This is an optimization exercise on Yosys and OpenROAD, whose aim is small area, a short achievable clock period and few clock cycles, not a production implementation. Only simulation tests tie the RTL to the original design; equivalence was not proved. The clock port is modelled as an ideal driver, which makes a skipped or thinned clock tree look cheaper than it is; a real chip needs a root buffer or a tree. No activity file was given, so power comes from the tool's default toggle rates.

## mem_loop_top
module mem_loop_top
#(
  parameter int DATA_WIDTH  = 32,
  parameter int BURST_LEN   = 4,
  parameter int ADDR_WIDTH  = 6,
  parameter int FIFO_DEPTH  = 16,
  parameter int READ_LAT    = 2,
  parameter int INIT_CYCLES = 32
) (
  input  logic                  clk0_tb,
  input  logic                  locked,
  input  logic                  in_valid,
  input  logic [DATA_WIDTH-1:0] in_data,
  output logic                  in_ready,
  output logic                  out_valid,
  output logic [DATA_WIDTH-1:0] out_data,
  input  logic                  out_ready,
  output logic                  init_done
);
  localparam int NS    = 8;                   
  localparam int GROUP = 8;                   
  localparam int PW    = $clog2(GROUP);
  localparam int REVS  = INIT_CYCLES / GROUP;
  localparam int RW    = $clog2(REVS);
  localparam int AW    = $clog2(NS + 1);
  logic [DATA_WIDTH-1:0] slot [0:NS-1];
  logic [NS-1:0]         v;          
  logic [PW-1:0]         in_pos;     
  logic [RW-1:0]         rev;        
  logic [AW-1:0]         avail;      
  logic                  init_nxt;
  logic                  in_take;
  logic                  group_in;   
  logic                  out_free;   
  logic                  gate;       
  logic                  to_out;
  logic [NS-1:0]         load;       
  logic [NS-1:0]         v_nxt;
  assign init_nxt = init_done || ((in_pos == PW'(GROUP - 1)) && (rev == RW'(REVS - 1)));
  assign in_take  = in_valid && in_ready;
  assign group_in = in_take && (in_pos == PW'(GROUP - 1));
  assign out_free = !out_valid || out_ready;
  assign gate     = ((avail != '0) || group_in) && out_free;
  assign to_out   = v[NS-1] && gate;
  always_comb begin
    load[NS-1] = !v[NS-1] || gate;
    for (int i = NS - 2; i >= 1; i--) begin
      load[i] = !v[i] || load[i+1];
    end
    load[0] = !v[0];
  end
  always_comb begin
    v_nxt[0] = (v[0] || in_take) && !load[1];
    v_nxt[1] = load[1] ? (v[0] || in_take) : v[1];
    for (int i = 2; i < NS; i++) begin
  ...
Size in the first run: ~400 cells after synthesis, roughly 310 flip-flops, about 71 I/O pins, about 0.0096 sq mm of cells after synthesis.
export LEC_CHECK = 0
export ABC_CLOCK_PERIOD_IN_PS = 2500
export CAP_MARGIN = 20
export CORE_MARGIN = 2
export CORE_UTILIZATION = 70
export PLACE_DENSITY = 0.8
export SLEW_MARGIN = 20
export SYNTH_MEMORY_MAX_BITS = 16384
create_clock -name core_clock -period 8.0 [get_ports {clk0_tb}]
standard.sh (not shown) runs the stock make flow with config.mk's settings and CLKGATE_MAP_FILE= SYNTH_SCRIPT=/design/flow/synth_recipe.tcl, a recipe that flattens the netlist after the stock synthesis.
==> flow/flow/run.sh <==
#!/bin/bash
set -euo pipefail
cd "$(dirname "$0")/.."
export SETUP_SLACK_MARGIN=5.5
export BUFFER_PORTS_ARGS="-buffer_cell sky130_fd_sc_hd__buf_2"
export CTS_ARGS="-sink_clustering_enable -sink_clustering_size 30 -sink_clustering_max_diameter 120 -repair_clock_nets -dont_use_dummy_load"
export POST_GLOBAL_PLACE_TCL="$PWD/flow/inbuf.tcl"
export POST_CTS_TCL="$PWD/flow/bypass_root.tcl"
bash standard.sh > standard.log 2>&1
==> flow/flow/bypass_root.tcl <==
proc bypass_clock_root {} {
  set block [ord::get_db_block]
  set port_net [$block findNet clk0_tb]
  set loads [$port_net getITerms]
  if {[llength $loads] != 1} { puts "BYPASS: port feeds [llength $loads] pins, skipped"; return }
  set root [[lindex $loads 0] getInst]
  set out_net ""
  foreach it [$root getITerms] {
    if {[$it isOutputSignal]} { set out_net [$it getNet] }
  }
  set sinks {}
  foreach it [$out_net getITerms] { if {[$it getInst] != $root} { lappend sinks $it } }
  if {[llength $sinks] > 4} { puts "BYPASS: root feeds [llength $sinks] pins, skipped"; return }
  foreach it $sinks { $it disconnect; $it connect $port_net }
  puts "BYPASS: removed [$root getName], port now feeds [llength $sinks] pins"
  odb::dbInst_destroy $root
  odb::dbNet_destroy $out_net
}

bypass_clock_root
estimate_parasitics -placement
==> flow/flow/inbuf.tcl <==
# in_data port buffers as buf_1: each drives only the 8 buffer entries.
proc shrink_input_buffers {} {
  set db [ord::get_db]
  set block [ord::get_db_block]
  set m [$db findMaster sky130_fd_sc_hd__buf_1]
  set n 0
  foreach bt [$block getBTerms] {
    if {[$bt getIoType] ne "INPUT"} { continue }
    set net [$bt getNet]
    if {$net eq "NULL" || ![string match "in_data*" [$bt getName]]} { continue }
    foreach it [$net getITerms] {
      set inst [$it getInst]
      if {[[$inst getMaster] getName] eq "sky130_fd_sc_hd__buf_2"} {
        $inst swapMaster $m
        incr n
      }
    }
  }
  puts "shrink_input_buffers: $n input buffers now buf_1"
}
shrink_input_buffers
The baseline never finished: it broke off in global routing on DPL-0033.
Testbench counts at the start, summed over its fixed seeds: cycles 7,339.
Then changed:
CORE_UTILIZATION = 55   (was 70)
PLACE_DENSITY = 0.65   (was 0.8)
This time the run completed with no timing, DRC or antenna violations.
Area after synthesis stays the same.
Synthesized cell count does not change.

* * *

mem_loop_top, a different RTL version from the one above (not shown whole).
Size: about 610 cells after synthesis, about 71 I/O pins, roughly 11000 µm² of cells after synthesis.
==> flow/design.v (excerpt) <==
module mem_loop_top
#(
  parameter int DATA_WIDTH  = 32,
  parameter int BURST_LEN   = 4,
  parameter int ADDR_WIDTH  = 6,
  parameter int FIFO_DEPTH  = 16,
  parameter int READ_LAT    = 2,
  parameter int INIT_CYCLES = 32
) (
  input  logic                  clk0_tb,
  input  logic                  locked,
  input  logic                  in_valid,
  input  logic [DATA_WIDTH-1:0] in_data,
  output logic                  in_ready,
  output logic                  out_valid,
  output logic [DATA_WIDTH-1:0] out_data,
  input  logic                  out_ready,
  output logic                  init_done
);
  localparam int DEPTH = 8;
  localparam int IW    = $clog2(INIT_CYCLES) + 1;
  logic [IW-1:0] init_cnt;
  always_ff @(posedge clk0_tb or negedge locked) begin
    if (!locked) begin
      init_cnt <= '0;
    end else if (!init_cnt[IW-1]) begin
      init_cnt <= init_cnt + 1'b1;
    end
  end
  ...
make LEC_CHECK=0 CAP_MARGIN=20 CORE_MARGIN=2 CORE_UTILIZATION=30 PLACE_DENSITY=0.35 SLEW_MARGIN=20 SYNTH_MEMORY_MAX_BITS=16384 finish   # period 8.0 ns
run.sh (not shown) runs the stock make flow with config.mk's settings and CLKGATE_MAP_FILE= SYNTH_SCRIPT=/design/flow/synth_recipe.tcl, a recipe that flattens the netlist after the stock synthesis.
Stock flow here: none of the scripts above is used.
The first run went through all stages and came out clean.
Testbench counts at the start, summed over its fixed seeds: cycles 7,339.
Then changed:
- SETUP_SLACK_MARGIN: not set -> 5
=> Hold slack got worse by 0.0084 ns. Cell area goes up by about 1.2%. Cell count rose by 0.57%. Clock skew rose by 0.0051 ns. Sequential power stays flat.

* * *

mem_loop_top, a different RTL version from the one above (not shown whole).
Size: about 410 cells after synthesis, about 310 flip-flops, about 71 I/O pins.
==> flow/config.mk <==
export PLATFORM = sky130hd
export DESIGN_NAME = mem_loop_top
export DESIGN_NICKNAME = mem_loop_top
export VERILOG_FILES = /design/flow/design.v
export SDC_FILE = /design/flow/constraint.sdc
export NUM_CORES = 4
export LEC_CHECK = 0
export ABC_CLOCK_PERIOD_IN_PS = 2500
export CAP_MARGIN = 20
export CORE_MARGIN = 2
export CORE_UTILIZATION = 50
export PLACE_DENSITY = 0.6
export SLEW_MARGIN = 20
export SYNTH_MEMORY_MAX_BITS = 16384
==> flow/constraint.sdc <==
create_clock -name core_clock -period 8.0 [get_ports {clk0_tb}]
set_input_delay 1.6000 -clock core_clock [delete_from_list [all_inputs] [get_ports {clk0_tb}]]
set_output_delay 1.6000 -clock core_clock [all_outputs]
set_load 0.01 [all_outputs]
standard.sh (not shown) runs the stock make flow with config.mk's settings and CLKGATE_MAP_FILE= SYNTH_SCRIPT=/design/flow/synth_recipe.tcl, a recipe that flattens the netlist after the stock synthesis.
==> flow/flow/run.sh <==
#!/bin/bash
set -euo pipefail
cd "$(dirname "$0")/.."
export SETUP_SLACK_MARGIN=5.4
export SETUP_MOVE_SEQUENCE="sizeup,buffer,clone,split,swap"
export BUFFER_PORTS_ARGS="-buffer_cell sky130_fd_sc_hd__buf_2"
export CTS_ARGS="-sink_clustering_enable -sink_clustering_size 30 -sink_clustering_max_diameter 120 -repair_clock_nets -dont_use_dummy_load"
export POST_GLOBAL_PLACE_TCL="$PWD/flow/inbuf.tcl"
export POST_CTS_TCL="$PWD/flow/bypass_root.tcl"
bash standard.sh > standard.log 2>&1
Scripts as last shown in full above: flow/flow/bypass_root.tcl, flow/flow/inbuf.tcl
Testbench counts at the start, summed over its fixed seeds: cycles 7,339.
Change:
--- a/flow/flow/run.sh
+++ b/flow/flow/run.sh
@@ -3,5 +3,4 @@
 cd "$(dirname "$0")/.."
 export SETUP_SLACK_MARGIN=5.4
-export SETUP_MOVE_SEQUENCE="sizeup,buffer,clone,split,swap"
 export BUFFER_PORTS_ARGS="-buffer_cell sky130_fd_sc_hd__buf_2"
 export CTS_ARGS="-sink_clustering_enable -sink_clustering_size 30 -sink_clustering_max_diameter 120 -repair_clock_nets -dont_use_dummy_load"
- CORE_UTILIZATION: 50 -> 55
- PLACE_DENSITY: 0.6 -> 0.65
The changed run ran to the end with no violations.
Setup slack gets better by 0.024 ns.
First-iteration DRC count is lower by about 25%.
Routed wire length is lower by about 6%.
Maximum frequency is higher by 0.96%.
Total power is lower by 0.47%.
Via count is lower by 2.8%.
Core utilization is higher by 5.1 points.
Global-route usage is higher by 0.47 points.
Critical path depth does not change.
Synthesized area does not change.
Cell area is lower by 0.40%.
Change:
--- a/flow/flow/run.sh
+++ b/flow/flow/run.sh
@@ -2,5 +2,5 @@
 set -euo pipefail
 cd "$(dirname "$0")/.."
-export SETUP_SLACK_MARGIN=5.4
+export SETUP_SLACK_MARGIN=5.35
 export BUFFER_PORTS_ARGS="-buffer_cell sky130_fd_sc_hd__buf_2"
 export CTS_ARGS="-sink_clustering_enable -sink_clustering_size 30 -sink_clustering_max_diameter 120 -repair_clock_nets -dont_use_dummy_load"
- CORE_UTILIZATION: 55 -> 50
- PLACE_DENSITY: 0.65 -> 0.6
Total power is about the same.
Clock-buffer cell count does not change.
Design area decreases slightly.
Die area increases by roughly a tenth.
Sequential power stays flat.
Clock skew decreases by 0.0066 ns.
Combinational power decreases by a few percent.
Change:
--- a/flow/flow/run.sh
+++ b/flow/flow/run.sh
@@ -2,5 +2,5 @@
 set -euo pipefail
 cd "$(dirname "$0")/.."
-export SETUP_SLACK_MARGIN=5.35
+export SETUP_SLACK_MARGIN=5.5
 export BUFFER_PORTS_ARGS="-buffer_cell sky130_fd_sc_hd__buf_2"
 export CTS_ARGS="-sink_clustering_enable -sink_clustering_size 30 -sink_clustering_max_diameter 120 -repair_clock_nets -dont_use_dummy_load"
- CORE_UTILIZATION: 50 -> 45
- PLACE_DENSITY: 0.6 -> 0.55
Result:
- The changed run completed with no timing, DRC or antenna violations
- synthesized area stays the same
- wire length grows by about 0.54%
- core utilization shrinks by 5.0 points
- clock power barely changes
- via count went down by about 1.6%
- register-to-register slack got worse by 0.07 ns
- clock skew increases by 0.015 ns
- sequential cell count does not change
- maximum frequency rose by about 2.6%
- final area rose by about 1.8%
- setup slack is better by 0.066 ns

[static timing again, ports no longer ideal]
How much do the figures lean on ideal ports? The routed layouts below were timed once more, with nothing changed but the port constraints. Step 1 assumes that a clkbuf_16 drives the clock port and a buf_2 every other input. Step 2 times the ports against the registers' clock, not the clock port: input delays grow and output delays shrink by t, the midpoint of the rising clock arrivals with the driver on. a / b / c = ideal ports / drivers / drivers and shift; a / b = the first two.
| run | t, ns | setup WS [ns] | latest minus earliest clock arrival (ns) |
|---|---|---|---|
| the second run of note 1 | 0.384 | 4.968 / 4.987 / 4.603 | 0.055 / 0.055 |
| the first run of note 2 | 0.559 | 4.522 / 4.549 / 3.990 | 0.014 / 0.014 |
| the second run of note 2 | 0.558 | 5.005 / 4.992 / 4.477 | 0.017 / 0.018 |
| the first run of note 3 | 0.381 | 5.424 / 5.441 / 5.067 | 0.051 / 0.050 |
| the second run of note 3 | 0.371 | 5.448 / 5.464 / 5.099 | 0.059 / 0.059 |
| the third run of note 3 | 0.381 | 5.345 / 5.344 / 5.000 | 0.050 / 0.051 |
| the fourth run of note 3 | 0.377 | 5.411 / 5.427 / 5.050 | 0.065 / 0.065 |
After both steps setup and hold are still met in every run listed. For the first run of note 2, which loses most, drivers alone change the setup slack by +0.027 ns; drivers and shift together by -0.532 ns.
